This design comes from an exercise in tuning for small area, a short achievable clock period and few clock cycles per item on the open sky130 flow, not from production work.
Where RTL was checked, it was by simulation tests only, not by an equivalence proof against the original.
No activity file was given, so power comes from the tool's default toggle rates.

==> inputs of v11 <==
Design rolling_hash_substring_counter_top, start of the top module:
module rolling_hash_substring_counter_top (
  input  logic        clk,
  input  logic        rst_n,
  input  logic        in_valid,
  output logic        in_ready,
  input  logic [1:0]  in_op,
  input  logic [7:0]  in_char,
  output logic        out_valid,
  input  logic        out_ready,
  output logic        out_match,
  output logic [15:0] out_start,
  output logic [15:0] out_count
);
==> flow/config.mk <==
export PLATFORM = sky130hd
export DESIGN_NAME = rolling_hash_substring_counter_top
export DESIGN_NICKNAME = rolling_hash_substring_counter_top
export VERILOG_FILES = /design/flow/design.v
export SDC_FILE = /design/flow/constraint.sdc
export NUM_CORES = 4
export LEC_CHECK = 0
export ABC_CLOCK_PERIOD_IN_PS = 3100
export CAP_MARGIN = 20
export CORE_MARGIN = 2
export CORE_UTILIZATION = 60
export CTS_CLUSTER_DIAMETER = 80
export CTS_CLUSTER_SIZE = 28
export SETUP_SLACK_MARGIN = 3.9
export SLEW_MARGIN = 20
export SYNTH_HIERARCHICAL = 1
export SYNTH_MINIMUM_KEEP_SIZE = 0
==> flow/constraint.sdc <==
create_clock -name core_clock -period 7.0 [get_ports {clk}]
set_input_delay 1.4000 -clock core_clock [delete_from_list [all_inputs] [get_ports {clk}]]
set_output_delay 1.4000 -clock core_clock [all_outputs]
set_load 0.01 [all_outputs]
run.sh (not shown) runs the stock make flow with config.mk's settings and CLKGATE_MAP_FILE= SYNTH_SCRIPT=/design/flow/synth_recipe.tcl, a recipe that flattens the netlist after the stock synthesis.
==> v31: changes against v11 <==
ABC_CLOCK_PERIOD_IN_PS = 3000   (was 3100)
SETUP_SLACK_MARGIN = 4.0   (was 3.9)
==> comparison table <==
quantity	v11	v31
Status	finished clean	finished clean
Final clock skew	0.0304 ns	0.0356 ns
Buffers outside the clock class	147	141
Reg2reg end	u_back.j_r[23]	u_back.jc_r[3]
Number of cell instances on the worst register-to-register path	10	12
Cell with the biggest individual delay on the critical path	fa_1	fa_2
Share of total power consumed by net switching	34.6%	34.6%
Share of the core filled with cells in the final layout	65.9%	66.1%
Max Clock Freq	0.322 GHz	0.318 GHz
DR WL met3	6270 um	5720 um
Relative slew slack	27.9%	30.9%
Overall power consumption	16.3 mW	16.4 mW
Global router's overall resource usage	24.2%	24.2%
Reg clk slew, reported paths	0.10 ns	0.09 ns
Synth-to-Final Area Change	9.21%	9.51%
Power density over cell area	320 nW/um2	321 nW/um2
Detailed-routed wire length on met2	42700 um	43200 um
Detailed Route WL	95900 um	95700 um
Fraction of area in non-clock buffers	2.55%	2.63%
Fraction of area in multi-input gates	40.5%	40.7%
IR Drop Worst-Case VDD	0.000213 V	0.000215 V
Testbench counts of v11, summed over its fixed seeds: cycles 24,812, items 22,232.
Testbench counts of v31, summed over its fixed seeds: cycles 24,812, items 22,232.

* * *

==> v38 <==
Another version of the RTL of rolling_hash_substring_counter_top (not shown whole).
==> module rhsc_queue, before the edit <==
module rhsc_queue (
  input  logic        clk,
  input  logic        rst_n,
  input  logic        r_push,
  input  logic        r_match,
  input  logic        r_restart,
  input  logic [6:0]  r_klen,
  output logic        res_pop,
  output logic        out_valid,
  input  logic        out_ready,
  output logic        out_match,
  output logic [15:0] out_start,
  output logic [15:0] out_count
);
  localparam int D  = rhsc_pkg::RQ_DEPTH;
  localparam int AW = $clog2(D);
  logic [8:0]    q_mem [D];
  logic [AW-1:0] wp_r, rp_r;
  logic [D-1:0]  cnt_r;        
  logic          q_nonempty;
  logic          load;
  logic [8:0]    e;
  logic          ov_r;
  logic          om_r;
  logic [15:0]   os_r;
  logic [15:0]   cnt_out_r;    
  logic [15:0]   pn_r;         
  logic       byp;             
  logic       avail;
  logic       q_pop, q_push;
  assign q_nonempty = cnt_r[0];
  assign byp        = !q_nonempty;
  assign avail      = q_nonempty || r_push;
  assign res_pop    = ov_r && out_ready;
  assign load       = avail && (!ov_r || out_ready);
  assign q_pop      = load && q_nonempty;
  assign q_push     = r_push && !(load && byp);
  assign e          = byp ? {r_match, r_restart, r_klen} : q_mem[rp_r];
  function automatic logic [AW-1:0] inc(input logic [AW-1:0] p);
    inc = (p == AW'(D - 1)) ? '0 : p + 1'b1;
  endfunction
  always_ff @(posedge clk) begin
    if (!rst_n) begin
      wp_r  <= '0;
      rp_r  <= '0;
      cnt_r <= '0;
    end else begin
      if (q_push) wp_r <= inc(wp_r);
      if (q_pop)  rp_r <= inc(rp_r);
      if (q_push && !q_pop) begin
        cnt_r <= {cnt_r[D-2:0], 1'b1};
      end else if (!q_push && q_pop) begin
        cnt_r <= {1'b0, cnt_r[D-1:1]};
      end
    end
  end
  always_ff @(posedge clk) begin
    if (q_push) q_mem[wp_r] <= {r_match, r_restart, r_klen};
  end
  logic [15:0] b_r;
  logic        e_match, e_rs;
  logic [6:0]  e_klen;
  logic [15:0] st_rs, n_inc, pn_inc, b_inc;
  logic        n_sat, pn_sat;
  assign e_match = e[8];
  assign e_rs    = e[7];
  assign e_klen  = e[6:0];
  assign st_rs   = 16'd1 - 16'(e_klen);        
  assign n_sat   = (cnt_out_r == 16'hFFFF);
  assign pn_sat  = (pn_r == 16'hFFFF);
  assign n_inc   = n_sat  ? cnt_out_r : cnt_out_r + 1'b1;
  assign pn_inc  = pn_sat ? pn_r : pn_r + 1'b1;
  assign b_inc   = pn_sat ? b_r : b_r + 1'b1;
  always_ff @(posedge clk) begin
    if (!rst_n) begin
      ov_r <= 1'b0;
    end else if (load) begin
      ov_r <= 1'b1;
    end else if (res_pop) begin
      ov_r <= 1'b0;
    end
  end
  always_ff @(posedge clk) begin
    if (load) begin
      if (e_rs) begin
        cnt_out_r <= {15'd0, e_match};
        pn_r      <= 16'd1;
      end else begin
        cnt_out_r <= e_match ? n_inc : cnt_out_r;
        pn_r      <= pn_inc;
      end
    end
  end
  always_ff @(posedge clk) begin
    if (load) begin
      om_r <= e_match;
      os_r <= !e_match ? 16'd0 : (e_rs ? st_rs : b_r);
      b_r  <= e_rs ? st_rs + 16'd1 : b_inc;
    end
  end
  assign out_valid = ov_r;
  assign out_match = om_r;
  assign out_start = os_r;
  assign out_count = cnt_out_r;
endmodule
clock: 7.0 ns
lec_check: 0
abc_clock_period_in_ps: 3100
cap_margin: 20
core_margin: 2
core_utilization: 60
cts_cluster_diameter: 80
cts_cluster_size: 32
setup_slack_margin: 3.9
slew_margin: 20
synth_hierarchical: 1
synth_minimum_keep_size: 0
==> v28: changes against v38 <==
--- a/flow/design.v
+++ b/flow/design.v
@@ -99,11 +99,12 @@
   logic [8:0]    e;
   logic          ov_r;
   logic          om_r;
   logic [15:0]   os_r;
   logic [15:0]   cnt_out_r;    
-  logic [15:0]   pn_r;         
+  logic [6:0]    nl_r;         
+  logic          lz_r;         
   logic       byp;             
   logic       avail;
   logic       q_pop, q_push;
   assign q_nonempty = cnt_r[0];
   assign byp        = !q_nonempty;
@@ -135,20 +136,19 @@
     if (q_push) q_mem[wp_r] <= {r_match, r_restart, r_klen};
   end
   logic [15:0] b_r;
   logic        e_match, e_rs;
   logic [6:0]  e_klen;
-  logic [15:0] st_rs, n_inc, pn_inc, b_inc;
+  logic [15:0] st_rs, n_inc, b_inc;
   logic        n_sat, pn_sat;
   assign e_match = e[8];
   assign e_rs    = e[7];
   assign e_klen  = e[6:0];
   assign st_rs   = 16'd1 - 16'(e_klen);        
   assign n_sat   = (cnt_out_r == 16'hFFFF);
-  assign pn_sat  = (pn_r == 16'hFFFF);
+  assign pn_sat  = lz_r ? (b_r == 16'd0) : (b_r[15:7] == 9'h1FF && b_r[6:0] == nl_r);
   assign n_inc   = n_sat  ? cnt_out_r : cnt_out_r + 1'b1;
-  assign pn_inc  = pn_sat ? pn_r : pn_r + 1'b1;
   assign b_inc   = pn_sat ? b_r : b_r + 1'b1;
   always_ff @(posedge clk) begin
     if (!rst_n) begin
       ov_r <= 1'b0;
     end else if (load) begin
@@ -159,14 +159,14 @@
   end
   always_ff @(posedge clk) begin
     if (load) begin
       if (e_rs) begin
         cnt_out_r <= {15'd0, e_match};
-        pn_r      <= 16'd1;
+        nl_r      <= 7'd0 - e_klen;
+        lz_r      <= (e_klen == 7'd0);
       end else begin
         cnt_out_r <= e_match ? n_inc : cnt_out_r;
-        pn_r      <= pn_inc;
       end
     end
   end
   always_ff @(posedge clk) begin
     if (load) begin
==> flow/config.mk (replaced) <==
export PLATFORM = sky130hd
export DESIGN_NAME = rolling_hash_substring_counter_top
export DESIGN_NICKNAME = rolling_hash_substring_counter_top
export VERILOG_FILES = /design/flow/design.v
export SDC_FILE = /design/flow/constraint.sdc
export NUM_CORES = 4
export LEC_CHECK = 0
export ABC_AREA = 1
export ABC_CLOCK_PERIOD_IN_PS = 3100
export CAP_MARGIN = 20
export CORE_MARGIN = 2
export CORE_UTILIZATION = 60
export CTS_CLUSTER_DIAMETER = 80
export CTS_CLUSTER_SIZE = 28
export SETUP_SLACK_MARGIN = 3.9
export SLEW_MARGIN = 20
export SYNTH_HIERARCHICAL = 1
export SYNTH_MINIMUM_KEEP_SIZE = 0
==> v6: changes against v38 <==
--- a/flow/design.v
+++ b/flow/design.v
@@ -99,11 +99,12 @@
   logic [8:0]    e;
   logic          ov_r;
   logic          om_r;
   logic [15:0]   os_r;
   logic [15:0]   cnt_out_r;    
-  logic [15:0]   pn_r;         
+  logic [6:0]    nl_r;         
+  logic          lz_r;         
   logic       byp;             
   logic       avail;
   logic       q_pop, q_push;
   assign q_nonempty = cnt_r[0];
   assign byp        = !q_nonempty;
@@ -135,20 +136,19 @@
     if (q_push) q_mem[wp_r] <= {r_match, r_restart, r_klen};
   end
   logic [15:0] b_r;
   logic        e_match, e_rs;
   logic [6:0]  e_klen;
-  logic [15:0] st_rs, n_inc, pn_inc, b_inc;
+  logic [15:0] st_rs, n_inc, b_inc;
   logic        n_sat, pn_sat;
   assign e_match = e[8];
   assign e_rs    = e[7];
   assign e_klen  = e[6:0];
   assign st_rs   = 16'd1 - 16'(e_klen);        
   assign n_sat   = (cnt_out_r == 16'hFFFF);
-  assign pn_sat  = (pn_r == 16'hFFFF);
+  assign pn_sat  = lz_r ? (b_r == 16'd0) : (b_r[15:7] == 9'h1FF && b_r[6:0] == nl_r);
   assign n_inc   = n_sat  ? cnt_out_r : cnt_out_r + 1'b1;
-  assign pn_inc  = pn_sat ? pn_r : pn_r + 1'b1;
   assign b_inc   = pn_sat ? b_r : b_r + 1'b1;
   always_ff @(posedge clk) begin
     if (!rst_n) begin
       ov_r <= 1'b0;
     end else if (load) begin
@@ -159,14 +159,14 @@
   end
   always_ff @(posedge clk) begin
     if (load) begin
       if (e_rs) begin
         cnt_out_r <= {15'd0, e_match};
-        pn_r      <= 16'd1;
+        nl_r      <= 7'd0 - e_klen;
+        lz_r      <= (e_klen == 7'd0);
       end else begin
         cnt_out_r <= e_match ? n_inc : cnt_out_r;
-        pn_r      <= pn_inc;
       end
     end
   end
   always_ff @(posedge clk) begin
     if (load) begin
--- a/flow/config.mk
+++ b/flow/config.mk
@@ -8,10 +8,10 @@
 export ABC_CLOCK_PERIOD_IN_PS = 3100
 export CAP_MARGIN = 20
 export CORE_MARGIN = 2
 export CORE_UTILIZATION = 60
 export CTS_CLUSTER_DIAMETER = 80
-export CTS_CLUSTER_SIZE = 32
-export SETUP_SLACK_MARGIN = 3.9
+export CTS_CLUSTER_SIZE = 28
+export SETUP_SLACK_MARGIN = 3.85
 export SLEW_MARGIN = 20
 export SYNTH_HIERARCHICAL = 1
 export SYNTH_MINIMUM_KEEP_SIZE = 0
==> v15: changes against v38 <==
--- a/flow/design.v
+++ b/flow/design.v
@@ -6,11 +6,11 @@
   localparam logic [1:0] OP_KEY   = 2'd0;
   localparam logic [1:0] OP_TEXT  = 2'd1;
   localparam logic [1:0] OP_CLEAR = 2'd2;
   localparam logic [31:0] INV31 = 32'hBDEF7BDF;
   localparam logic [31:0] S31   = 32'h42108421;
-  localparam int RQ_DEPTH = 5;
+  localparam int RQ_DEPTH = 6;
 endpackage
 module rhsc_front (
   input  logic       clk,
   input  logic       rst_n,
   input  logic       in_valid,
@@ -65,16 +65,15 @@
       bn[i] = cx[2*i+2];
     end
   end
   always_ff @(posedge clk) begin
     s0_op  <= in_op;
+    s0_chr <= in_char;
     s0_bo  <= bo;
     s0_bt  <= bt;
     s0_bn  <= bn;
   end
-  assign s0_chr = {s0_bn[3], s0_bo[3] ^ s0_bn[2], s0_bn[2], s0_bo[2] ^ s0_bn[1],
-                   s0_bn[1], s0_bo[1] ^ s0_bn[0], s0_bn[0], s0_bo[0]};
   assign in_ready = rdy_r;
 endmodule
 module rhsc_queue (
   input  logic        clk,
   input  logic        rst_n,
@@ -100,41 +99,34 @@
   logic          ov_r;
   logic          om_r;
   logic [15:0]   os_r;
   logic [15:0]   cnt_out_r;    
   logic [15:0]   pn_r;         
-  logic       byp;             
-  logic       avail;
-  logic       q_pop, q_push;
   assign q_nonempty = cnt_r[0];
-  assign byp        = !q_nonempty;
-  assign avail      = q_nonempty || r_push;
   assign res_pop    = ov_r && out_ready;
-  assign load       = avail && (!ov_r || out_ready);
-  assign q_pop      = load && q_nonempty;
-  assign q_push     = r_push && !(load && byp);
-  assign e          = byp ? {r_match, r_restart, r_klen} : q_mem[rp_r];
+  assign load       = q_nonempty && (!ov_r || out_ready);
+  assign e          = q_mem[rp_r];
   function automatic logic [AW-1:0] inc(input logic [AW-1:0] p);
     inc = (p == AW'(D - 1)) ? '0 : p + 1'b1;
   endfunction
   always_ff @(posedge clk) begin
     if (!rst_n) begin
       wp_r  <= '0;
       rp_r  <= '0;
       cnt_r <= '0;
     end else begin
-      if (q_push) wp_r <= inc(wp_r);
-      if (q_pop)  rp_r <= inc(rp_r);
-      if (q_push && !q_pop) begin
+      if (r_push) wp_r <= inc(wp_r);
+      if (load)   rp_r <= inc(rp_r);
+      if (r_push && !load) begin
         cnt_r <= {cnt_r[D-2:0], 1'b1};
-      end else if (!q_push && q_pop) begin
+      end else if (!r_push && load) begin
         cnt_r <= {1'b0, cnt_r[D-1:1]};
       end
     end
   end
   always_ff @(posedge clk) begin
-    if (q_push) q_mem[wp_r] <= {r_match, r_restart, r_klen};
+    if (r_push) q_mem[wp_r] <= {r_match, r_restart, r_klen};
   end
   logic [15:0] b_r;
   logic        e_match, e_rs;
   logic [6:0]  e_klen;
   logic [15:0] st_rs, n_inc, pn_inc, b_inc;
@@ -2015,38 +2007,41 @@
   assign ct_w236 = ct_w228 ^ ct_w235 ^ ct_w230;
   assign ca = {ct_w236, ct_w218, ct_w208, ct_w198, ct_w188, ct_w178, ct_w168, ct_w160, ct_w152, ct_w144, ct_w143, ct_w128, ct_w120, ct_w112, ct_w104, ct_w103, ct_w88, ct_w80, ct_w72, ct_w69, ct_w61, ct_w55, ct_w42, ct_w36, ct_w30, ct_w27, ct_w18, ct_w14, ct_w10, ct_w7, ct_w5, nj[0]};
   assign cb = {1'b0, ct_w229, ct_w217, ct_w207, ct_w197, ct_w187, ct_w177, ct_w167, ct_w159, ct_w151, ct_w136, ct_w135, ct_w127, ct_w119, ct_w111, ct_w96, ct_w95, ct_w87, ct_w79, ct_w71, ct_w63, ct_w48, ct_w47, ct_w41, ct_w35, ct_w29, ct_w23, ct_w17, ct_w13, ct_w9, ct_w3, ct_w1};
   logic       restart_r;
   logic [6:0] klen3_r;
-  logic       s4_text, s4_elig;
   always_ff @(posedge clk) begin
     if (!rst_n) begin
       restart_r <= 1'b1;
       klen3_r   <= '0;
     end else begin
       if (s3_clr) klen3_r <= '0;
       else if (s3_key) klen3_r <= klen3_r + 1'b1;
       if (s3_clr || s3_key) restart_r <= 1'b1;
-      else if (s4_text) restart_r <= 1'b0;
+      else if (s3_text) restart_r <= 1'b0;
     end
   end
   logic [7:0] eq_r;
+  logic       s4_text, s4_elig, s4_rs;
+  logic [6:0] s4_klen;
   always_ff @(posedge clk) begin
     if (!rst_n) begin
       s4_text <= 1'b0;
     end else begin
       s4_text <= s3_text;
     end
   end
   always_ff @(posedge clk) begin
     for (int g = 0; g < 8; g++) eq_r[g] <= &(ca[4*g +: 4] ^ cb[4*g +: 4]);
     s4_elig <= s3_elig;
+    s4_rs   <= restart_r;
+    s4_klen <= klen3_r;
   end
   assign r_push    = s4_text;
   assign r_match   = s4_elig && (&eq_r);
-  assign r_restart = restart_r;
-  assign r_klen    = klen3_r;
+  assign r_restart = s4_rs;
+  assign r_klen    = s4_klen;
 endmodule
 module rhsc_fa (
   input  logic a,
   input  logic b,
   input  logic c,
--- a/flow/config.mk
+++ b/flow/config.mk
@@ -6,12 +6,12 @@
 export NUM_CORES = 4
 export LEC_CHECK = 0
 export ABC_CLOCK_PERIOD_IN_PS = 3100
 export CAP_MARGIN = 20
 export CORE_MARGIN = 2
-export CORE_UTILIZATION = 60
+export CORE_UTILIZATION = 65
 export CTS_CLUSTER_DIAMETER = 80
-export CTS_CLUSTER_SIZE = 32
+export CTS_CLUSTER_SIZE = 28
 export SETUP_SLACK_MARGIN = 3.9
 export SLEW_MARGIN = 20
 export SYNTH_HIERARCHICAL = 1
 export SYNTH_MINIMUM_KEEP_SIZE = 0
==> qor summary <==
| quantity | v6 | v15 | v28 | v38 |
|---|---|---|---|---|
| P_leak | 17.67 nW | 17.93 nW | 19.98 nW | 17.78 nW |
| Buffer count excluding the clock tree in the final layout | 107 | 121 | 134 | 136 |
| Die outline height | 281.3 µm | 272.7 µm | 283.2 µm | 281.8 µm |
| Internal power summed over all cells | 9.723 mW | 10.10 mW | 9.626 mW | 9.772 mW |
| GR met3 Demand/Resource | 3.741% | 3.409% | 5.668% | 3.629% |
| Buffers and inverters on the worst path | 0 | 0 | 1 | 0 |
| Antenna fix cells | 0 | 0 | 1 | 0 |
| Status | finished clean | finished clean | finished clean | finished clean |
| Fin nets | 3902 | 3947 | 4514 | 3960 |
| Clock Power Share | 21.8% | 21.6% | 21.8% | 21.6% |
| Via count of the first global-routing pass | 25240 | 25790 | 28300 | 25020 |
| Routed wire length on met2 | 42.25 mm | 45.87 mm | 47.66 mm | 41.33 mm |
| Endpoint of the worst hold-timing path | u_back.s3_elig$_DFF_P_ | u_back.s4_elig$_DFF_P_ | u_back.s3_elig$_DFF_P_ | u_back.s4_elig$_DFF_P_ |
| Hold slack final | 0.3360 ns | 0.3484 ns | 0.3024 ns | 0.3418 ns |
Testbench counts of v28, summed over its fixed seeds: cycles 24,804, items 22,232.
Testbench counts of v6, summed over its fixed seeds: cycles 24,804, items 22,232.
No functional check of the RTL was part of v38 and v15.

==> re-timing with driven ports <==
How much do the figures lean on ideal ports? The routed layouts below were timed once more, with nothing changed but the port constraints. Step 1 sets driving cells, clkbuf_16 on the clock port and buf_2 on the other inputs (assumed; they add their load-dependent delay and slew). Step 2, shift: input delay + t, output delay - t, t = (earliest + latest rising clock arrival at the registers) / 2. This alone moves slack from input paths to output paths. Slacks: ideal ports / drivers / drivers and shift; pairs: ideal ports / drivers.
run | shift t [ns] | setup slack, ns | worst setup path after step 2
v11 | 0.706 | 3.893 / 3.887 / 3.277 | input to register
v31 | 0.688 | 3.851 / 3.851 / 3.375 | input to register
v38 | 0.698 | 3.923 / 3.896 / 3.418 | input to register
v28 | 0.697 | 3.900 / 3.900 / 3.318 | input to register
v6 | 0.700 | 3.908 / 3.863 / 3.443 | input to register
v15 | 0.697 | 3.902 / 3.866 / 3.419 | input to register
After both steps setup and hold are still met in every run listed. The setup slack of v11, which loses most, moves by -0.006 ns with the drivers and by -0.616 ns with both steps.
